Background: an optimization exercise with open tools, aiming at small area and few clock cycles per item. Do not read the settings as production practice. Function was checked by simulation only, so behaviour that the tests miss may differ from the original. Power figures rest on the tool's default switching activity, not on a simulated workload.

<file path="flow/config.mk">
export PLATFORM = sky130hd
export DESIGN_NAME = multi_slot_stopwatch
export DESIGN_NICKNAME = multi_slot_stopwatch
export VERILOG_FILES = /design/flow/design.v
export SDC_FILE = /design/flow/constraint.sdc
export NUM_CORES = 4
export LEC_CHECK = 0
export CAP_MARGIN = 0
export CORE_MARGIN = 2
export CORE_UTILIZATION = 65
export CTS_BUF_LIST = sky130_fd_sc_hd__clkbuf_16 sky130_fd_sc_hd__clkbuf_8 sky130_fd_sc_hd__clkbuf_4
export CTS_CLUSTER_DIAMETER = 90
export CTS_CLUSTER_SIZE = 26
export SLEW_MARGIN = 0
</file>
<file path="flow/constraint.sdc">
create_clock -name core_clock -period 8.5 [get_ports {clk}]
set_input_delay 1.7000 -clock core_clock [delete_from_list [all_inputs] [get_ports {clk}]]
set_output_delay 1.7000 -clock core_clock [all_outputs]
set_load 0.01 [all_outputs]
</file>
<file path="flow/design.v">
`timescale 1ns / 1ps
`default_nettype none
module multi_slot_stopwatch (
	input  wire                 clk,
	input  wire                 arst_n,
	input  wire                 cmd_valid,
	output logic                cmd_stall,
	input  wire  [7:0]          cmd,
	output logic                rsp_valid,
	input  wire                 rsp_stall,
	output logic [70:0]         rsp
);
	localparam logic [3:0] OP_TICK       = 4'd0;
	localparam logic [3:0] OP_START      = 4'd1;
	localparam logic [3:0] OP_STOP       = 4'd2;
	localparam logic [3:0] OP_RESTART    = 4'd3;
	localparam logic [3:0] OP_CLAIM      = 4'd4;
	localparam logic [3:0] OP_CLAIM_FREE = 4'd5;
	localparam logic [3:0] OP_RELEASE    = 4'd6;
	localparam logic [3:0] OP_RESTAMP    = 4'd7;
	localparam logic [3:0] OP_QUERY      = 4'd8;
	localparam logic [10:0] MAX_H  = 11'd1193;
	localparam logic [5:0]  MAX_M  = 6'd2;
	localparam logic [5:0]  MAX_S  = 6'd47;
	localparam logic [9:0]  MAX_MS = 10'd295;
	wire [3:0] op = cmd[7:4];
	wire [3:0] sl = cmd[3:0];
	logic vld_q;
	wire  hold = vld_q && rsp_stall;
	wire  take = cmd_valid && !hold;
	assign cmd_stall = hold;
	assign rsp_valid = vld_q;
	always_ff @(posedge clk or negedge arst_n) begin
		if (!arst_n) begin
			vld_q <= 1'b0;
		end else if (!hold) begin
			vld_q <= cmd_valid;
		end
	end
	function automatic logic [10:0] radd11(input logic [10:0] a, input logic [10:0] b);
		logic c;
		begin
			c = 1'b0;
			for (int i = 0; i < 11; i++) begin
				radd11[i] = a[i] ^ b[i] ^ c;
				c = (a[i] & b[i]) | (c & (a[i] ^ b[i]));
			end
		end
	endfunction
	function automatic logic [10:0] rinc11(input logic [10:0] a);
		logic c;
		begin
			c = 1'b1;
			for (int i = 0; i < 11; i++) begin
				rinc11[i] = a[i] ^ c;
				c = a[i] & c;
			end
		end
	endfunction
	logic [9:0]  e_ms;
	logic [5:0]  e_s, e_m;
	logic [10:0] e_h;
	logic        running;
	logic [15:0] busy;
	logic [9:0]  st_ms [16];
	logic [5:0]  st_s  [16];
	logic [5:0]  st_m  [16];
	logic [10:0] st_h  [16];
	logic [15:0] free_oh;
	logic [3:0]  free_idx;
	logic        free_found;
	always_comb begin
		free_oh  = '0;
		free_idx = '0;
		for (int i = 15; i >= 0; i--) begin
			if (!busy[i]) begin
				free_oh     = '0;
				free_oh[i]  = 1'b1;
				free_idx    = 4'(i);
			end
		end
		free_found = !(&busy);
	end
	logic [15:0] sl_oh;
	always_comb begin
		sl_oh = '0;
		sl_oh[sl] = 1'b1;
	end
	wire is_claim   = op == OP_CLAIM;
	wire is_cfree   = op == OP_CLAIM_FREE;
	wire is_release = op == OP_RELEASE;
	wire is_restamp = op == OP_RESTAMP;
	wire is_query   = op == OP_QUERY;
	wire [15:0] we = {16{take}} &
		(({16{is_claim | is_release | is_restamp}} & sl_oh) | ({16{is_cfree}} & free_oh));
	wire e_zero = (e_ms == '0) && (e_s == '0) && (e_m == '0) && (e_h == '0);
	wire e_max  = (e_ms == MAX_MS) && (e_s == MAX_S) && (e_m == MAX_M) && (e_h == MAX_H);
	always_ff @(posedge clk or negedge arst_n) begin
		if (!arst_n) begin
			e_ms    <= '0;
			e_s     <= '0;
			e_m     <= '0;
			e_h     <= '0;
			running <= 1'b0;
			busy    <= '0;
		end else if (take) begin
			case (op)
				OP_TICK: begin
					if (running) begin
						if (e_max) begin
							e_ms <= '0;
							e_s  <= '0;
							e_m  <= '0;
							e_h  <= '0;
						end else if (e_ms != 10'd999) begin
							e_ms <= 10'(rinc11(11'(e_ms)));
						end else begin
							e_ms <= '0;
							if (e_s != 6'd59) begin
								e_s <= 6'(rinc11(11'(e_s)));
							end else begin
								e_s <= '0;
								if (e_m != 6'd59) begin
									e_m <= 6'(rinc11(11'(e_m)));
								end else begin
									e_m <= '0;
									e_h <= rinc11(e_h);
								end
							end
						end
					end
				end
				OP_START, OP_STOP: begin
					e_ms    <= '0;
					e_s     <= '0;
					e_m     <= '0;
					e_h     <= '0;
					running <= op == OP_START;
				end
				OP_RESTART: begin
					if (e_zero) begin
						running <= 1'b1;
					end
				end
				OP_CLAIM: busy[sl] <= 1'b1;
				OP_CLAIM_FREE: busy <= busy | free_oh;
				OP_RELEASE: busy[sl] <= 1'b0;
				default: begin
				end
			endcase
		end
	end
	always_ff @(posedge clk) begin
		for (int i = 0; i < 16; i++) begin
			if (we[i]) begin
				st_ms[i] <= e_ms;
				st_s[i]  <= e_s;
				st_m[i]  <= e_m;
				st_h[i]  <= e_h;
			end
		end
	end
	wire [15:0] qsel = {16{is_query}} & busy & sl_oh;
	wire        qb   = |qsel;
	logic [32:0] s_cat;
	always_comb begin
		s_cat = '0;
		for (int i = 0; i < 16; i++) begin
			s_cat = s_cat | ({33{qsel[i]}} & {st_h[i], st_m[i], st_s[i], st_ms[i]});
		end
	end
	wire [32:0] e_cat = {33{qb}} & {e_h, e_m, e_s, e_ms};
	logic [32:0] pg_g, pg_p, gg, pp;
	logic [33:0] cry;
	always_comb begin
		pg_g = e_cat & ~s_cat;
		pg_p = e_cat ^ ~s_cat;
		gg = pg_g;
		pp = pg_p;
		gg[0] = pg_g[0] | pg_p[0];
		for (int l = 0; l < 6; l++) begin
			for (int j = (2 << l) - 1; j < 33; j += (2 << l)) begin
				gg[j] = gg[j] | (pp[j] & gg[j - (1 << l)]);
				pp[j] = pp[j] & pp[j - (1 << l)];
			end
		end
		for (int l = 4; l >= 0; l--) begin
			for (int j = (3 << l) - 1; j < 33; j += (2 << l)) begin
				gg[j] = gg[j] | (pp[j] & gg[j - (1 << l)]);
				pp[j] = pp[j] & pp[j - (1 << l)];
			end
		end
		cry = {gg, 1'b1};
	end
	wire [33:0] dif = {1'b0, pg_p ^ cry[32:0]};
	wire [33:0] brw = ~cry;
	logic [3:0] slot_out;
	logic       status;
	logic       slot_busy;
	wire        busy_sl = |(busy & sl_oh);
	always_comb begin
		slot_out  = '0;
		status    = 1'b0;
		slot_busy = 1'b0;
		case (op)
			OP_CLAIM: begin
				slot_out  = sl;
				slot_busy = 1'b1;
			end
			OP_CLAIM_FREE: begin
				slot_out  = free_found ? free_idx : 4'd0;
				slot_busy = free_found;
				status    = !free_found;
			end
			OP_RELEASE: slot_out = sl;
			OP_RESTAMP, OP_QUERY: begin
				slot_out  = sl;
				slot_busy = busy_sl;
			end
			default: begin
			end
		endcase
	end
	logic [3:0]  r_slot;
	logic        r_status;
	logic        r_busy;
	logic [32:0] r_dif;
	logic        r_b_ms, r_b_s, r_b_m, r_wrap;
	always_ff @(posedge clk) begin
		if (!hold) begin
			r_slot   <= slot_out;
			r_status <= status;
			r_busy   <= slot_busy;
			r_dif    <= dif[32:0];
			r_b_ms   <= brw[10];
			r_b_s    <= brw[16];
			r_b_m    <= brw[22];
			r_wrap   <= brw[33];
		end
	end
	wire [9:0]  f_ms = r_dif[9:0];
	wire [5:0]  f_s  = r_dif[15:10];
	wire [5:0]  f_m  = r_dif[21:16];
	wire [10:0] f_h  = r_dif[32:22];
	wire        c0   = r_wrap && (r_b_ms ? (f_ms >= 10'd728) : (f_ms >= 10'd704));
	wire        c1   = r_wrap && (r_b_s ? (f_s >= 6'd17) || (c0 && (f_s == 6'd16))
	                                    : (f_s >= 6'd13) || (c0 && (f_s == 6'd12)));
	wire        c2   = r_wrap && (r_b_m ? (f_m >= 6'd62) || (c1 && (f_m == 6'd61))
	                                    : (f_m >= 6'd58) || (c1 && (f_m == 6'd57)));
	wire [9:0]  k_ms = (r_b_ms ? 10'd1000 : 10'd0) + (!r_wrap ? 10'd0 : c0 ? 10'd320 : 10'd296);
	wire [5:0]  k_s  = (r_b_s ? 6'd60 : 6'd0) + (!r_wrap ? 6'd0 : c1 ? 6'd51 : 6'd47) + 6'(c0);
	wire [5:0]  k_m  = (r_b_m ? 6'd60 : 6'd0) + (!r_wrap ? 6'd0 : c2 ? 6'd6 : 6'd2) + 6'(c1);
	wire [9:0]  o_ms = 10'(radd11(11'(f_ms), 11'(k_ms)));
	wire [5:0]  o_s  = 6'(radd11(11'(f_s), 11'(k_s)));
	wire [5:0]  o_m  = 6'(radd11(11'(f_m), 11'(k_m)));
	wire [10:0] o_h  = radd11(f_h, !r_wrap ? 11'd0 : c2 ? 11'd1194 : 11'd1193);
	wire [3:0]  k_sel = {r_wrap, r_b_m, r_b_s, r_b_ms};
	wire [31:0] k_c   = '0
			| ({32{k_sel == 4'd0}} & 32'd3077644864)
			| ({32{k_sel == 4'd1}} & 32'd3077644840)
			| ({32{k_sel == 4'd2}} & 32'd3077640864)
			| ({32{k_sel == 4'd3}} & 32'd3077640840)
			| ({32{k_sel == 4'd4}} & 32'd3077404864)
			| ({32{k_sel == 4'd5}} & 32'd3077404840)
			| ({32{k_sel == 4'd6}} & 32'd3077400864)
			| ({32{k_sel == 4'd7}} & 32'd3077400840)
			| ({32{k_sel == 4'd8}} & 32'd4294779456)
			| ({32{k_sel == 4'd9}} & 32'd4294779432)
			| ({32{k_sel == 4'd10}} & 32'd4294775456)
			| ({32{k_sel == 4'd11}} & 32'd4294775432)
			| ({32{k_sel == 4'd12}} & 32'd4294539456)
			| ({32{k_sel == 4'd13}} & 32'd4294539432)
			| ({32{k_sel == 4'd14}} & 32'd4294535456)
			| ({32{k_sel == 4'd15}} & 32'd4294535432);
	wire t_s1 = f_h[0] ^ f_m[0];
	wire t_c2 = f_h[0] & f_m[0];
	wire t_s3 = f_h[1] ^ f_m[1] ^ ~f_m[3];
	wire t_c4 = (f_h[1] & f_m[1]) | (~f_m[3] & (f_h[1] ^ f_m[1]));
	wire t_s5 = ~f_h[0] ^ f_h[2] ^ f_m[0];
	wire t_c6 = (~f_h[0] & f_h[2]) | (f_m[0] & (~f_h[0] ^ f_h[2]));
	wire t_s7 = f_m[2] ^ ~f_m[4];
	wire t_c8 = f_m[2] & ~f_m[4];
	wire t_s9 = ~f_h[1] ^ f_h[3] ^ f_m[1];
	wire t_c10 = (~f_h[1] & f_h[3]) | (f_m[1] & (~f_h[1] ^ f_h[3]));
	wire t_s11 = f_m[3] ^ ~f_m[5];
	wire t_c12 = f_m[3] & ~f_m[5];
	wire t_s13 = ~f_h[2] ^ f_h[4] ^ f_m[0];
	wire t_c14 = (~f_h[2] & f_h[4]) | (f_m[0] & (~f_h[2] ^ f_h[4]));
	wire t_s15 = f_m[2] ^ f_m[4];
	wire t_c16 = f_m[2] & f_m[4];
	wire t_s17 = ~f_h[0] ^ ~f_h[3] ^ f_h[5];
	wire t_c18 = (~f_h[0] & ~f_h[3]) | (f_h[5] & (~f_h[0] ^ ~f_h[3]));
	wire t_s19 = f_m[1] ^ f_m[3] ^ f_m[5];
	wire t_c20 = (f_m[1] & f_m[3]) | (f_m[5] & (f_m[1] ^ f_m[3]));
	wire t_s21 = ~f_h[1] ^ ~f_h[4] ^ f_h[6];
	wire t_c22 = (~f_h[1] & ~f_h[4]) | (f_h[6] & (~f_h[1] ^ ~f_h[4]));
	wire t_s23 = ~f_m[0] ^ f_m[2] ^ f_m[4];
	wire t_c24 = (~f_m[0] & f_m[2]) | (f_m[4] & (~f_m[0] ^ f_m[2]));
	wire t_s25 = ~f_h[2] ^ ~f_h[5] ^ f_h[7];
	wire t_c26 = (~f_h[2] & ~f_h[5]) | (f_h[7] & (~f_h[2] ^ ~f_h[5]));
	wire t_s27 = ~f_m[1] ^ f_m[3] ^ f_m[5];
	wire t_c28 = (~f_m[1] & f_m[3]) | (f_m[5] & (~f_m[1] ^ f_m[3]));
	wire t_s29 = ~f_h[3] ^ ~f_h[6] ^ f_h[8];
	wire t_c30 = (~f_h[3] & ~f_h[6]) | (f_h[8] & (~f_h[3] ^ ~f_h[6]));
	wire t_s31 = ~f_h[0] ^ ~f_h[4] ^ ~f_h[7];
	wire t_c32 = (~f_h[0] & ~f_h[4]) | (~f_h[7] & (~f_h[0] ^ ~f_h[4]));
	wire t_s33 = f_h[9] ^ f_m[0];
	wire t_c34 = f_h[9] & f_m[0];
	wire t_s35 = ~f_h[1] ^ ~f_h[5] ^ ~f_h[8];
	wire t_c36 = (~f_h[1] & ~f_h[5]) | (~f_h[8] & (~f_h[1] ^ ~f_h[5]));
	wire t_s37 = ~f_h[2] ^ ~f_h[6];
	wire t_c38 = ~f_h[2] & ~f_h[6];
	wire t_s39 = ~f_h[0] ^ ~f_h[3];
	wire t_c40 = ~f_h[0] & ~f_h[3];
	wire t_s41 = ~f_m[0] ^ ~f_s[0];
	wire t_c42 = ~f_m[0] & ~f_s[0];
	wire t_s43 = ~f_m[1] ^ ~f_s[1] ^ f_s[3];
	wire t_c44 = (~f_m[1] & ~f_s[1]) | (f_s[3] & (~f_m[1] ^ ~f_s[1]));
	wire t_s45 = ~f_m[2] ^ ~f_s[2] ^ f_s[4];
	wire t_c46 = (~f_m[2] & ~f_s[2]) | (f_s[4] & (~f_m[2] ^ ~f_s[2]));
	wire t_s47 = f_ms[7] ^ k_c[7];
	wire t_c48 = f_ms[7] & k_c[7];
	wire t_s49 = ~f_s[3] ^ f_s[5] ^ f_ms[8];
	wire t_c50 = (~f_s[3] & f_s[5]) | (f_ms[8] & (~f_s[3] ^ f_s[5]));
	wire t_s51 = k_c[8] ^ t_c2 ^ t_s3;
	wire t_c52 = (k_c[8] & t_c2) | (t_s3 & (k_c[8] ^ t_c2));
	wire t_s53 = ~f_s[4] ^ f_ms[9] ^ k_c[9];
	wire t_c54 = (~f_s[4] & f_ms[9]) | (k_c[9] & (~f_s[4] ^ f_ms[9]));
	wire t_s55 = t_c4 ^ t_s5 ^ t_s7;
	wire t_c56 = (t_c4 & t_s5) | (t_s7 & (t_c4 ^ t_s5));
	wire t_s57 = f_s[0] ^ ~f_s[5] ^ t_c6;
	wire t_c58 = (f_s[0] & ~f_s[5]) | (t_c6 & (f_s[0] ^ ~f_s[5]));
	wire t_s59 = t_c8 ^ t_s9 ^ t_s11;
	wire t_c60 = (t_c8 & t_s9) | (t_s11 & (t_c8 ^ t_s9));
	wire t_s61 = f_s[1] ^ k_c[11] ^ t_c10;
	wire t_c62 = (f_s[1] & k_c[11]) | (t_c10 & (f_s[1] ^ k_c[11]));
	wire t_s63 = t_c12 ^ t_s13 ^ t_s15;
	wire t_c64 = (t_c12 & t_s13) | (t_s15 & (t_c12 ^ t_s13));
	wire t_s65 = f_s[2] ^ k_c[12] ^ t_c14;
	wire t_c66 = (f_s[2] & k_c[12]) | (t_c14 & (f_s[2] ^ k_c[12]));
	wire t_s67 = t_c16 ^ t_s17 ^ t_s19;
	wire t_c68 = (t_c16 & t_s17) | (t_s19 & (t_c16 ^ t_s17));
	wire t_s69 = f_s[3] ^ k_c[13] ^ t_c18;
	wire t_c70 = (f_s[3] & k_c[13]) | (t_c18 & (f_s[3] ^ k_c[13]));
	wire t_s71 = t_c20 ^ t_s21 ^ t_s23;
	wire t_c72 = (t_c20 & t_s21) | (t_s23 & (t_c20 ^ t_s21));
	wire t_s73 = f_s[4] ^ k_c[14] ^ t_c22;
	wire t_c74 = (f_s[4] & k_c[14]) | (t_c22 & (f_s[4] ^ k_c[14]));
	wire t_s75 = t_c24 ^ t_s25 ^ t_s27;
	wire t_c76 = (t_c24 & t_s25) | (t_s27 & (t_c24 ^ t_s25));
	wire t_s77 = ~f_m[2] ^ f_m[4] ^ f_s[5];
	wire t_c78 = (~f_m[2] & f_m[4]) | (f_s[5] & (~f_m[2] ^ f_m[4]));
	wire t_s79 = t_c26 ^ t_c28 ^ t_s29;
	wire t_c80 = (t_c26 & t_c28) | (t_s29 & (t_c26 ^ t_c28));
	wire t_s81 = ~f_m[3] ^ f_m[5] ^ 1'b1;
	wire t_c82 = (~f_m[3] & f_m[5]) | (1'b1 & (~f_m[3] ^ f_m[5]));
	wire t_s83 = t_c30 ^ t_s31 ^ t_s33;
	wire t_c84 = (t_c30 & t_s31) | (t_s33 & (t_c30 ^ t_s31));
	wire t_s85 = f_h[10] ^ f_m[1] ^ ~f_m[4];
	wire t_c86 = (f_h[10] & f_m[1]) | (~f_m[4] & (f_h[10] ^ f_m[1]));
	wire t_s87 = t_c32 ^ t_c34 ^ t_s35;
	wire t_c88 = (t_c32 & t_c34) | (t_s35 & (t_c32 ^ t_c34));
	wire t_s89 = ~f_h[9] ^ f_m[2] ^ ~f_m[5];
	wire t_c90 = (~f_h[9] & f_m[2]) | (~f_m[5] & (~f_h[9] ^ f_m[2]));
	wire t_s91 = k_c[18] ^ t_c36 ^ t_s37;
	wire t_c92 = (k_c[18] & t_c36) | (t_s37 & (k_c[18] ^ t_c36));
	wire t_s93 = ~f_h[7] ^ ~f_h[10] ^ f_m[3];
	wire t_c94 = (~f_h[7] & ~f_h[10]) | (f_m[3] & (~f_h[7] ^ ~f_h[10]));
	wire t_s95 = k_c[19] ^ t_c38 ^ t_s39;
	wire t_c96 = (k_c[19] & t_c38) | (t_s39 & (k_c[19] ^ t_c38));
	wire t_s97 = ~f_h[1] ^ ~f_h[4] ^ ~f_h[8];
	wire t_c98 = (~f_h[1] & ~f_h[4]) | (~f_h[8] & (~f_h[1] ^ ~f_h[4]));
	wire t_s99 = f_m[4] ^ k_c[20] ^ t_c40;
	wire t_c100 = (f_m[4] & k_c[20]) | (t_c40 & (f_m[4] ^ k_c[20]));
	wire t_s101 = ~f_h[2] ^ ~f_h[5] ^ ~f_h[9];
	wire t_c102 = (~f_h[2] & ~f_h[5]) | (~f_h[9] & (~f_h[2] ^ ~f_h[5]));
	wire t_s103 = f_m[5] ^ 1'b1;
	wire t_c104 = f_m[5] & 1'b1;
	wire t_s105 = f_h[0] ^ ~f_h[3] ^ ~f_h[6];
	wire t_c106 = (f_h[0] & ~f_h[3]) | (~f_h[6] & (f_h[0] ^ ~f_h[3]));
	wire t_s107 = ~f_h[10] ^ 1'b1;
	wire t_c108 = ~f_h[10] & 1'b1;
	wire t_s109 = f_h[1] ^ ~f_h[4] ^ ~f_h[7];
	wire t_c110 = (f_h[1] & ~f_h[4]) | (~f_h[7] & (f_h[1] ^ ~f_h[4]));
	wire t_s111 = f_h[2] ^ ~f_h[5];
	wire t_c112 = f_h[2] & ~f_h[5];
	wire t_s113 = f_h[3] ^ ~f_h[6];
	wire t_c114 = f_h[3] & ~f_h[6];
	wire t_s115 = f_h[4] ^ ~f_h[7];
	wire t_c116 = f_h[4] & ~f_h[7];
	wire t_s117 = f_s[2] ^ f_ms[5];
	wire t_c118 = f_s[2] & f_ms[5];
	wire t_s119 = f_ms[6] ^ k_c[6] ^ t_c42;
	wire t_c120 = (f_ms[6] & k_c[6]) | (t_c42 & (f_ms[6] ^ k_c[6]));
	wire t_s121 = t_s1 ^ t_c44 ^ t_s45;
	wire t_c122 = (t_s1 & t_c44) | (t_s45 & (t_s1 ^ t_c44));
	wire t_s123 = t_c46 ^ t_c48 ^ t_s49;
	wire t_c124 = (t_c46 & t_c48) | (t_s49 & (t_c46 ^ t_c48));
	wire t_s125 = t_c50 ^ t_c52 ^ t_s53;
	wire t_c126 = (t_c50 & t_c52) | (t_s53 & (t_c50 ^ t_c52));
	wire t_s127 = t_c54 ^ t_c56 ^ t_s57;
	wire t_c128 = (t_c54 & t_c56) | (t_s57 & (t_c54 ^ t_c56));
	wire t_s129 = t_c58 ^ t_c60 ^ t_s61;
	wire t_c130 = (t_c58 & t_c60) | (t_s61 & (t_c58 ^ t_c60));
	wire t_s131 = t_c62 ^ t_c64 ^ t_s65;
	wire t_c132 = (t_c62 & t_c64) | (t_s65 & (t_c62 ^ t_c64));
	wire t_s133 = t_c66 ^ t_c68 ^ t_s69;
	wire t_c134 = (t_c66 & t_c68) | (t_s69 & (t_c66 ^ t_c68));
	wire t_s135 = t_c70 ^ t_c72 ^ t_s73;
	wire t_c136 = (t_c70 & t_c72) | (t_s73 & (t_c70 ^ t_c72));
	wire t_s137 = t_c74 ^ t_c76 ^ t_s77;
	wire t_c138 = (t_c74 & t_c76) | (t_s77 & (t_c74 ^ t_c76));
	wire t_s139 = t_c78 ^ t_c80 ^ t_s81;
	wire t_c140 = (t_c78 & t_c80) | (t_s81 & (t_c78 ^ t_c80));
	wire t_s141 = t_c82 ^ t_c84 ^ t_s85;
	wire t_c142 = (t_c82 & t_c84) | (t_s85 & (t_c82 ^ t_c84));
	wire t_s143 = t_c86 ^ t_c88 ^ t_s89;
	wire t_c144 = (t_c86 & t_c88) | (t_s89 & (t_c86 ^ t_c88));
	wire t_s145 = t_c90 ^ t_c92 ^ t_s93;
	wire t_c146 = (t_c90 & t_c92) | (t_s93 & (t_c90 ^ t_c92));
	wire t_s147 = t_c94 ^ t_c96 ^ t_s97;
	wire t_c148 = (t_c94 & t_c96) | (t_s97 & (t_c94 ^ t_c96));
	wire t_s149 = t_c98 ^ t_c100 ^ t_s101;
	wire t_c150 = (t_c98 & t_c100) | (t_s101 & (t_c98 ^ t_c100));
	wire t_s151 = t_c102 ^ t_c104 ^ t_s105;
	wire t_c152 = (t_c102 & t_c104) | (t_s105 & (t_c102 ^ t_c104));
	wire t_s153 = k_c[23] ^ t_c106 ^ t_c108;
	wire t_c154 = (k_c[23] & t_c106) | (t_c108 & (k_c[23] ^ t_c106));
	wire t_s155 = ~f_h[8] ^ 1'b1 ^ t_c110;
	wire t_c156 = (~f_h[8] & 1'b1) | (t_c110 & (~f_h[8] ^ 1'b1));
	wire t_s157 = ~f_h[9] ^ 1'b1 ^ t_c112;
	wire t_c158 = (~f_h[9] & 1'b1) | (t_c112 & (~f_h[9] ^ 1'b1));
	wire t_s159 = ~f_h[10] ^ 1'b1 ^ t_c114;
	wire t_c160 = (~f_h[10] & 1'b1) | (t_c114 & (~f_h[10] ^ 1'b1));
	wire t_s161 = f_h[5] ^ ~f_h[8] ^ k_c[27];
	wire t_c162 = (f_h[5] & ~f_h[8]) | (k_c[27] & (f_h[5] ^ ~f_h[8]));
	wire t_s163 = f_h[6] ^ ~f_h[9];
	wire t_c164 = f_h[6] & ~f_h[9];
	wire t_s165 = f_h[7] ^ ~f_h[10];
	wire t_c166 = f_h[7] & ~f_h[10];
	wire t_s167 = f_s[0] ^ f_ms[3];
	wire t_c168 = f_s[0] & f_ms[3];
	wire t_s169 = f_s[1] ^ f_ms[4];
	wire t_c170 = f_s[1] & f_ms[4];
	wire t_s171 = k_c[5] ^ t_s41 ^ t_s117;
	wire t_c172 = (k_c[5] & t_s41) | (t_s117 & (k_c[5] ^ t_s41));
	wire t_s173 = t_s43 ^ t_c118 ^ t_s119;
	wire t_c174 = (t_s43 & t_c118) | (t_s119 & (t_s43 ^ t_c118));
	wire t_s175 = t_s47 ^ t_c120 ^ t_s121;
	wire t_c176 = (t_s47 & t_c120) | (t_s121 & (t_s47 ^ t_c120));
	wire t_s177 = t_s51 ^ t_c122 ^ t_s123;
	wire t_c178 = (t_s51 & t_c122) | (t_s123 & (t_s51 ^ t_c122));
	wire t_s179 = t_s55 ^ t_c124 ^ t_s125;
	wire t_c180 = (t_s55 & t_c124) | (t_s125 & (t_s55 ^ t_c124));
	wire t_s181 = t_s59 ^ t_c126 ^ t_s127;
	wire t_c182 = (t_s59 & t_c126) | (t_s127 & (t_s59 ^ t_c126));
	wire t_s183 = t_s63 ^ t_c128 ^ t_s129;
	wire t_c184 = (t_s63 & t_c128) | (t_s129 & (t_s63 ^ t_c128));
	wire t_s185 = t_s67 ^ t_c130 ^ t_s131;
	wire t_c186 = (t_s67 & t_c130) | (t_s131 & (t_s67 ^ t_c130));
	wire t_s187 = t_s71 ^ t_c132 ^ t_s133;
	wire t_c188 = (t_s71 & t_c132) | (t_s133 & (t_s71 ^ t_c132));
	wire t_s189 = t_s75 ^ t_c134 ^ t_s135;
	wire t_c190 = (t_s75 & t_c134) | (t_s135 & (t_s75 ^ t_c134));
	wire t_s191 = t_s79 ^ t_c136 ^ t_s137;
	wire t_c192 = (t_s79 & t_c136) | (t_s137 & (t_s79 ^ t_c136));
	wire t_s193 = t_s83 ^ t_c138 ^ t_s139;
	wire t_c194 = (t_s83 & t_c138) | (t_s139 & (t_s83 ^ t_c138));
	wire t_s195 = t_s87 ^ t_c140 ^ t_s141;
	wire t_c196 = (t_s87 & t_c140) | (t_s141 & (t_s87 ^ t_c140));
	wire t_s197 = t_s91 ^ t_c142 ^ t_s143;
	wire t_c198 = (t_s91 & t_c142) | (t_s143 & (t_s91 ^ t_c142));
	wire t_s199 = t_s95 ^ t_c144 ^ t_s145;
	wire t_c200 = (t_s95 & t_c144) | (t_s145 & (t_s95 ^ t_c144));
	wire t_s201 = t_s99 ^ t_c146 ^ t_s147;
	wire t_c202 = (t_s99 & t_c146) | (t_s147 & (t_s99 ^ t_c146));
	wire t_s203 = t_s103 ^ t_c148 ^ t_s149;
	wire t_c204 = (t_s103 & t_c148) | (t_s149 & (t_s103 ^ t_c148));
	wire t_s205 = t_s107 ^ t_c150 ^ t_s151;
	wire t_c206 = (t_s107 & t_c150) | (t_s151 & (t_s107 ^ t_c150));
	wire t_s207 = t_s109 ^ t_c152 ^ t_s153;
	wire t_c208 = (t_s109 & t_c152) | (t_s153 & (t_s109 ^ t_c152));
	wire t_s209 = t_s111 ^ t_c154 ^ t_s155;
	wire t_c210 = (t_s111 & t_c154) | (t_s155 & (t_s111 ^ t_c154));
	wire t_s211 = t_s113 ^ t_c156 ^ t_s157;
	wire t_c212 = (t_s113 & t_c156) | (t_s157 & (t_s113 ^ t_c156));
	wire t_s213 = t_s115 ^ t_c158 ^ t_s159;
	wire t_c214 = (t_s115 & t_c158) | (t_s159 & (t_s115 ^ t_c158));
	wire t_s215 = t_c116 ^ t_c160 ^ t_s161;
	wire t_c216 = (t_c116 & t_c160) | (t_s161 & (t_c116 ^ t_c160));
	wire t_s217 = 1'b1 ^ t_c162 ^ t_s163;
	wire t_c218 = (1'b1 & t_c162) | (t_s163 & (1'b1 ^ t_c162));
	wire t_s219 = 1'b1 ^ t_c164 ^ t_s165;
	wire t_c220 = (1'b1 & t_c164) | (t_s165 & (1'b1 ^ t_c164));
	wire t_s221 = f_h[8] ^ k_c[30] ^ t_c166;
	wire t_c222 = (f_h[8] & k_c[30]) | (t_c166 & (f_h[8] ^ k_c[30]));
	wire t_s223 = f_h[9] ^ 1'b1;
	wire t_c224 = f_h[9] & 1'b1;
	wire [31:0] sum_a = {t_c222, t_c220, t_c218, t_c216, t_c214, t_c212, t_c210, t_c208, t_c206, t_c204, t_c202, t_c200, t_c198, t_c196, t_c194, t_c192, t_c190, t_c188, t_c186, t_c184, t_c182, t_c180, t_c178, t_c176, t_c174, t_c172, t_c170, t_c168, k_c[3], f_ms[2], f_ms[1], f_ms[0]};
	wire [31:0] sum_b = {t_s223, t_s221, t_s219, t_s217, t_s215, t_s213, t_s211, t_s209, t_s207, t_s205, t_s203, t_s201, t_s199, t_s197, t_s195, t_s193, t_s191, t_s189, t_s187, t_s185, t_s183, t_s181, t_s179, t_s177, t_s175, t_s173, t_s171, t_s169, t_s167, 1'b0, 1'b0, 1'b0};
	logic [31:0] cv_g, cv_p, cv_gg, cv_pp;
	always_comb begin
		cv_g  = sum_a & sum_b;
		cv_p  = sum_a ^ sum_b;
		cv_gg = cv_g;
		cv_pp = cv_p;
		for (int l = 0; l < 5; l++) begin
			for (int j = (2 << l) - 1; j < 32; j += (2 << l)) begin
				cv_gg[j] = cv_gg[j] | (cv_pp[j] & cv_gg[j - (1 << l)]);
				cv_pp[j] = cv_pp[j] & cv_pp[j - (1 << l)];
			end
		end
		for (int l = 3; l >= 0; l--) begin
			for (int j = (3 << l) - 1; j < 32; j += (2 << l)) begin
				cv_gg[j] = cv_gg[j] | (cv_pp[j] & cv_gg[j - (1 << l)]);
				cv_pp[j] = cv_pp[j] & cv_pp[j - (1 << l)];
			end
		end
	end
	wire [31:0] delta = cv_p ^ {cv_gg[30:0], 1'b0};
	assign rsp = {r_slot, r_status, r_busy, delta, o_h, o_m, o_s, o_ms};
endmodule
`default_nettype wire
</file>
<file path="flow/flow/run.sh">
#!/bin/bash
# The standard layout (the standard.sh, standard synthesis included), with
# the input and output port buffers made from the smallest buffer cell.
set -euo pipefail
export BUFFER_PORTS_ARGS="-buffer_cell sky130_fd_sc_hd__buf_1"
bash standard.sh > standard.log 2>&1
</file>
<file path="flow/standard.sh">
#!/bin/bash
# synth_recipe.tcl (not shown) runs the flow's synth.tcl, then flattens the netlist and writes it again
# the make line also repeats each setting of config.mk as NAME=value (left out here)
make -C /OpenROAD-flow-scripts/flow DESIGN_CONFIG=/design/flow/config.mk WORK_HOME=/design/flow/orfs CLKGATE_MAP_FILE= SYNTH_SCRIPT=/design/flow/synth_recipe.tcl "${@:-finish}"
</file>
==> results of run 1 <==
==> metal layers <==
metal  GRT usage  wire length [um]  vias up
met5           0                 0        -
met4       0.101              2500        0
met3      0.0409              7090      132
met2       0.530             36800      935
met1       0.478             31200     9402
li1            -                 -     8043
==> cell families after synthesis <==
family / share of synthesized area
AND/OR/NAND/NOR: 0.0733
AO/OA/AOI/OAI: 0.110
XOR/XNOR: 0.0137
flip-flops: 0.615
multiplexers: 0.00109
buffers and inverters: 0.0424
adder cells (fa/ha/maj): 0.145
==> worst max path at each step <==
stage	start	to	slack [ns]
after floorplan	r_dif[17]$_DFFE_PN_	rsp[64]	1.55
after global placement	r_dif[17]$_DFFE_PN_	rsp[64]	1.11
after detailed placement	r_dif[17]$_DFFE_PN_	rsp[64]	0.90
after CTS	r_dif[17]$_DFFE_PN_	rsp[64]	0.25
after global routing	r_dif[18]$_DFFE_PN_	rsp[64]	0.13
final	r_dif[18]$_DFFE_PN_	rsp[64]	0.51
==> flip-flops by register name (all words and copies together), names as in the netlist, 4 cells and up, named ones only <==
name	cells
st_ms	160
r_dif	33
st_s	96
st_m	96
st_h	176
e_s	6
e_h	11
e_m	6
e_ms	10
r_slot	4
==> power by group <==
group	internal, mW	total (mW)	leakage [nW]	switching (mW)
registers	3.49	3.69	6.23	0.193
clock network	0.750	1.67	0.482	0.916
logic	2.06	5.08	5.36	3.01
==> cell type report <==
| cell class | count | share of cell area |
|---|---|---|
| Clock buffer | 48 | 0.0269 |
| Clock inverter | 5 | 0.00287 |
| Inverter | 190 | 0.0225 |
| Multi-Input combinational cell | 1168 | 0.324 |
| Sequential cell | 622 | 0.571 |
| Tap cell | 600 | 0.0233 |
| Timing Repair Buffer | 162 | 0.0295 |
==> synth_stat cells, drive strengths merged (13+ instances only) <==
master and number:
nand3 66, dfrtp 51, o21ai 51, a21oi 45
a21o 22, and2 31, ha 131, a221oi 55
nor4 13, inv 190, and3 35, a222oi 63
buf 65, a22o 42, nand2 126, xnor2 19
nor3 20, clkbuf 37, nor2 60, xor2 28
fa 135, a22oi 86, edfxtp 571
==> timing repair <==
action / in CTS / in global routing
buffers inserted: 0 / 9
resized for setup: 0 / 6
setup endpoints to repair: 0 / 2
==> flow_metrics.env, run 1 <==
export IMPL_drt_iter0_markers=2340
export IMPL_mostFrequentLayoutCells="edfxtp_1 (571), inv_1 (185), fa_1 (135)"
export IMPL_drt_total_wl_um=77500
export IMPL_path_class="flop to output port"
export IMPL_ys_seq_area_frac=0.615
export IMPL_rows=78
export IMPL_synth_top_area_frac=0.572
export IMPL_nets=2451
export IMPL_start_util=0.659
export IMPL_synth_distinct_cells=75
export IMPL_dieArea_um2=47800
export IMPL_period_share=0.940
export IMPL_grt_pass1_vias=18200
export IMPL_synth_ff_type="edfxtp_1"
export IMPL_place_area_um2=31200
export IMPL_crit_arrival_ns=6.29
export IMPL_first_pass_iters=8
export IMPL_rr_worst_depth=21
export IMPL_rsz0062_at_grt="false"
export IMPL_critical_path_max_fanout=6
export IMPL_netlist_area_um2=30000
export IMPL_tritoncts="done"
export IMPL_mostFrequentLayoutCell="edfxtp_1"
export IMPL_fin_area_um2=32300
export IMPL_setup_viol=0
export IMPL_ys_ff_latch=622
export IMPL_portBuffers=84
export IMPL_drc=0
export IMPL_crit_slowest_cell="fa_1"
export IMPL_vdd_ir_drop_worst_mv=2.05
export IMPL_fillers=3080
export IMPL_vias=18500
export IMPL_tightest_slew_ns=1.18
export IMPL_maxCapViolCount=0
export IMPL_crit_top_cell="fa_1"
export IMPL_cts_clk_slew_worst_paths_ns=0.10
export IMPL_die_w_um=219
export IMPL_final_cells=2795
export IMPL_grt_ovfl_total=0
export IMPL_cp_num_buf_inv=5
export IMPL_skew_ns=0.0353
export IMPL_crit_required_ns=6.80
export IMPL_antenna_found_initial=2
export IMPL_cts_max_level=1
export IMPL_p_leak_nw=12.1
export IMPL_dieHeight_um=219
export IMPL_fmax_mhz=125
export IMPL_power_density_nw_per_um2=323
export IMPL_period_needed_ns=7.99
export IMPL_clkSinkCount=622
export IMPL_crit_cells=21
export IMPL_core_um2=45500
export IMPL_grt_pass1_wl_um=115000
export IMPL_cts_buffers=29
export IMPL_cts_root_buf="clkbuf_16"
export IMPL_crit_chain="inv_1 -> fa_1 -> inv_1 -> fa_1 -> inv_1 -> fa_1 -> inv_1 -> fa_1 -> ha_1 -> o21ai_0 -> o21ai_0 -> a211oi_1 -> o31ai_1 -> a31o_2 -> a221oi_2 -> a21oi_1 -> a31o_2 -> fa_1 -> xnor2_1 -> xnor2_1 -> buf_1"
export IMPL_areaGrowthSynthToFinish_pct=7.66
export IMPL_seq_area_um2=18400
export IMPL_avgSynthCellArea_um2=14.4
export IMPL_async_reset_ff_frac=0.0820
export IMPL_status="timing/DRC/antenna clean"
export IMPL_final_util=0.710
export IMPL_ant_nets=0
export IMPL_critPathMaxStageDelay_ns=0.56
export IMPL_place_gp_congestion=0.928
export IMPL_reg2reg_to="r_dif[22]$_DFFE_PN_"
export IMPL_fin_setup_tns_ns=0
export IMPL_vias_per_cell=6.62
export IMPL_synth_edf_count=571
export IMPL_hold_class="flop to flop"
export IMPL_p_total_mw=10.4
export IMPL_cts_buffer_depth=3
export IMPL_holdPathStages=1
export IMPL_dp_cells=2733
export IMPL_slew_violations=0
export IMPL_syn_nets=2360
export IMPL_wl_per_cell_um=27.7
export IMPL_grt_use_total=0.329
export IMPL_end_kind="output port"
export IMPL_setup_ws_ns=0.507
export IMPL_multi_input_area_um2=10500
export IMPL_ys_warn_count=5
export IMPL_ctsHoldBuffers=0
export IMPL_drive_gt1_frac=0.0834
export IMPL_finalHoldViolations=0
export IMPL_cp_top_family="adder cells"
export IMPL_syn_inst=2082
export IMPL_ioPinCount=85
export IMPL_startpoint_type="flop"
export IMPL_dpl_hpwl_um=50700
export IMPL_post_place_ws_ns=0.897
export IMPL_slew_headroom=0.212
export IMPL_synth_top_area_cell="edfxtp_1"
export IMPL_grt_max_degree=52
export IMPL_insertion_delay_ns=0.61
export IMPL_synthTopCellsByArea="edfxtp_1 (57%), fa_1 (9.0%), ha_1 (5.5%)"
export IMPL_num_antenna_cells=0
export IMPL_reg2reg_slack_ns=3.20
export IMPL_holdWs_ns=0.606
Testbench counts, summed over its fixed seeds: cycles 24,016, items 24,000.
==> run 2: changes to the inputs <==
==> flow/flow/run.sh (replaced) <==
#!/bin/bash
# The standard layout (the standard.sh, standard synthesis included). After
# synthesis, the port buffers are made from the smallest buffer cell and the
# resizer may only use the smaller buffers.
set -euo pipefail
bash standard.sh synth > standard_synth.log 2>&1
export BUFFER_PORTS_ARGS="-buffer_cell sky130_fd_sc_hd__buf_1"
export DONT_USE_CELLS="sky130_fd_sc_hd__buf_4 sky130_fd_sc_hd__buf_6 sky130_fd_sc_hd__buf_8 sky130_fd_sc_hd__buf_12 sky130_fd_sc_hd__buf_16"
bash standard.sh > standard.log 2>&1
--- a/flow/config.mk
+++ b/flow/config.mk
@@ -8,7 +8,6 @@
 export CAP_MARGIN = 0
 export CORE_MARGIN = 2
 export CORE_UTILIZATION = 65
-export CTS_BUF_LIST = sky130_fd_sc_hd__clkbuf_16 sky130_fd_sc_hd__clkbuf_8 sky130_fd_sc_hd__clkbuf_4
 export CTS_CLUSTER_DIAMETER = 90
 export CTS_CLUSTER_SIZE = 26
 export SLEW_MARGIN = 0
==> run 2 against run 1 <==
- final cell count did not move
- clock-buffer cell count did not move
- power is 0.54% lower
- wire length is 0.21% lower
- register-to-register slack better by 0.05 ns
- fmax barely moved
- critical endpoint unchanged
- highest routed layer unchanged
==> flow_metrics.env, run 2 <==
export IMPL_wl_per_cell_um=27.7
export IMPL_largest_reg_flops=176
export IMPL_vdd_ir_drop_worst_mv=2.05
export IMPL_cts_buffers=29
export IMPL_drive_gt1_frac=0.0747
export IMPL_fillers=3103
export IMPL_dpl_hpwl_um=50700
export IMPL_ant_nets=0
export IMPL_antenna_found_initial=2
export IMPL_crit_start="r_dif[18]$_DFFE_PN_"
export IMPL_ctsHoldBuffers=0
export IMPL_vias=18500
export IMPL_num_antenna_cells=0
export IMPL_vias_per_cell=6.63
export IMPL_synthTopCellsByArea="edfxtp_1 (57%), fa_1 (9.0%), ha_1 (5.5%)"
export IMPL_place_gp_congestion=0.928
export IMPL_clkSinkCount=622
export IMPL_synth_distinct_cells=75
export IMPL_ys_seq_area_frac=0.615
export IMPL_slew_headroom=0.260
export IMPL_max_flop_register="st_h"
export IMPL_areaGrowthSynthToFinish_pct=7.42
export IMPL_core_um2=45500
export IMPL_mostFrequentLayoutCells="edfxtp_1 (571), inv_1 (185), fa_1 (135)"
export IMPL_ioPinCount=85
export IMPL_netlist_area_um2=30000
export IMPL_avgSynthCellArea_um2=14.4
export IMPL_largestRegisters="st_h: 176 flops, st_ms: 160 flops"
export IMPL_fin_setup_tns_ns=0
export IMPL_die_w_um=219
export IMPL_critical_path_max_fanout=6
export IMPL_p_leak_nw=12.0
export IMPL_ys_ff_latch=622
export IMPL_grt_pass1_wl_um=114000
export IMPL_synthTopCellsByCount="edfxtp_1 (571), inv_1 (189), fa_1 (135)"
export IMPL_place_area_um2=31200
export IMPL_fin_area_um2=32200
export IMPL_skew_ns=0.0365
export IMPL_synth_most_common_cell="edfxtp_1"
export IMPL_ys_warn_count=5
export IMPL_synth_ff_type="edfxtp_1"
export IMPL_setup_viol=0
export IMPL_synth_edf_count=571
export IMPL_syn_inst=2082
export IMPL_async_reset_ff_frac=0.0820
export IMPL_grt_use_total=0.329
export IMPL_dieArea_um2=47800
export IMPL_fmax_mhz=125
export IMPL_cts_root_buf="clkbuf_16"
export IMPL_insertion_delay_ns=0.61
export IMPL_drc=0
export IMPL_maxCapViolCount=0
export IMPL_cts_clk_slew_worst_paths_ns=0.10
export IMPL_grt_pass1_vias=18100
export IMPL_dieHeight_um=219
export IMPL_startpoint_type="flop"
export IMPL_nets=2451
export IMPL_power_density_nw_per_um2=322
export IMPL_synth_top_area_cell="edfxtp_1"
export IMPL_path_class="flop to output port"
export IMPL_start_util=0.659
export IMPL_end_kind="output port"
export IMPL_rsz0062_at_grt="false"
export IMPL_p_total_mw=10.4
export IMPL_synth_top_area_frac=0.572
export IMPL_hold_class="flop to flop"
export IMPL_period_share=0.940
export IMPL_period_needed_ns=7.99
export IMPL_crit_arrival_ns=6.29
export IMPL_cts_buffer_depth=3
export IMPL_rows=78
export IMPL_grt_max_degree=52
export IMPL_cts_max_level=1
export IMPL_final_util=0.708
export IMPL_mostFrequentLayoutCell="edfxtp_1"
export IMPL_status="timing/DRC/antenna clean"
export IMPL_drt_iter0_markers=2476
export IMPL_syn_nets=2360
export IMPL_first_pass_iters=8
export IMPL_slew_violations=0
export IMPL_portBuffers=84
export IMPL_drt_total_wl_um=77400
export IMPL_crit_required_ns=6.80
export IMPL_grt_ovfl_total=0
export IMPL_finalHoldViolations=0
export IMPL_tritoncts="done"
export IMPL_tightest_slew_ns=1.10
[run 2: cell types whose count changed in the layout (fill, tap and decap cells not counted)]
cell / previous run / this run
clkbuf_1: 0 / 19
clkbuf_4: 19 / 0
[run 2: worst paths after layout]
kind	to	cells past startpoint	slack (ns)
max in group asynchronous	async pin	2	6.74
hold / removal	flop	2	0.60
min in group asynchronous	e_ms[7]$_DFFE_PN0P_	2	1.24
setup reg to reg	r_dif[22]$_DFFE_PN_	21	3.25
setup / recovery	rsp[64]	21	0.51
hold reg to reg	flop	2	0.60
[run 2: worst max-delay path, cell delays in order (launching register included)]
cell and delay [ns]:
edfxtp_1 0.50, inv_1 0.24, fa_1 0.56, inv_1 0.06, fa_1 0.35, inv_1 0.08, fa_1 0.42, inv_1 0.08
fa_1 0.45, ha_1 0.32, o21ai_0 0.25, o21ai_0 0.12, a211oi_1 0.22, o31ai_1 0.15, a31o_2 0.32, a221oi_2 0.26
a21oi_1 0.16, a31o_2 0.28, fa_1 0.37, xnor2_1 0.19, xnor2_1 0.13, buf_1 0.17
[run 2: cell type report]
class / instances / area, um2 / share of cell area
Multi-Input combinational cell: 1168 / 10500 / 0.325
Clock inverter: 5 / 92.6 / 0.00288
Sequential cell: 622 / 18400 / 0.572
Inverter: 190 / 724 / 0.0225
Clock buffer: 48 / 797 / 0.0248
Tap cell: 600 / 751 / 0.0233
Timing Repair Buffer: 162 / 952 / 0.0296
[run 2: power by group]
group / total, mW / leakage, nW / switching [mW] / internal [mW]
logic: 5.08 / 5.36 / 3.02 / 2.06
clock network: 1.61 / 0.417 / 0.919 / 0.689
registers: 3.69 / 6.23 / 0.193 / 3.49
[run 2: repair_timing]
item                       CTS  global route
gates resized for setup      0             6
hold endpoints to repair     0             0
setup endpoints to repair    0             2
setup buffers                0             9
[run 2: logic make-up after synthesis]
kind of cell | count (synthesis) | synth area share
buffers and inverters | 292 | 0.0424
and+or+nand+nor | 423 | 0.0733
muxes | 3 | 0.00109
xor gates and xnor gates | 47 | 0.0137
AOI/OAI and AO/OA | 429 | 0.110
adders and majority gates | 266 | 0.145
DFF | 622 | 0.615
[run 2: stage by stage]
stage / hold slack, ns / instances / setup WS [ns]
6_report: 0.602 / 2795 / 0.506
5_1_grt: 0.646 / 2795 / 0.134
4_1_cts: 0.593 / 2786 / 0.257
3_5_place_dp: 0.569 / 2733 / 0.897
3_3_place_gp: 0.565 / 2733 / 1.11
2_1_floorplan: 0.514 / 2082 / 1.55
[run 2: metal layers]
layer | part of all wire | GRT usage | vias to the layer above
met5 | 0 | 0 | -
met2 | 0.47 | 0.530 | 965
met1 | 0.41 | 0.478 | 9354
li1 | - | - | 8055
met4 | 0.033 | 0.102 | 0
met3 | 0.087 | 0.0395 | 148

port drivers added, routing unchanged:
No port has a modelled driver above. Below, the same layouts with a new extraction and two added sets of constraints. Step 1: set_driving_cell puts a clkbuf_16 on clk and a buf_2 on each other input, an assumption about the parent block. Step 2 times the ports against the registers' clock, not the clock port: input delays grow and output delays shrink by t, the midpoint of the rising clock arrivals with the driver on. a / b / c = ideal ports / drivers / drivers and shift; a / b = the first two.
run | t, ns | setup slack, ns | pins driven straight from the clock port
run 1 | 0.649 | 0.507 / 0.447 / 0.843 | 1
run 2 | 0.647 | 0.506 / 0.449 / 0.900 | 1
After both steps every run listed still meets setup and hold.
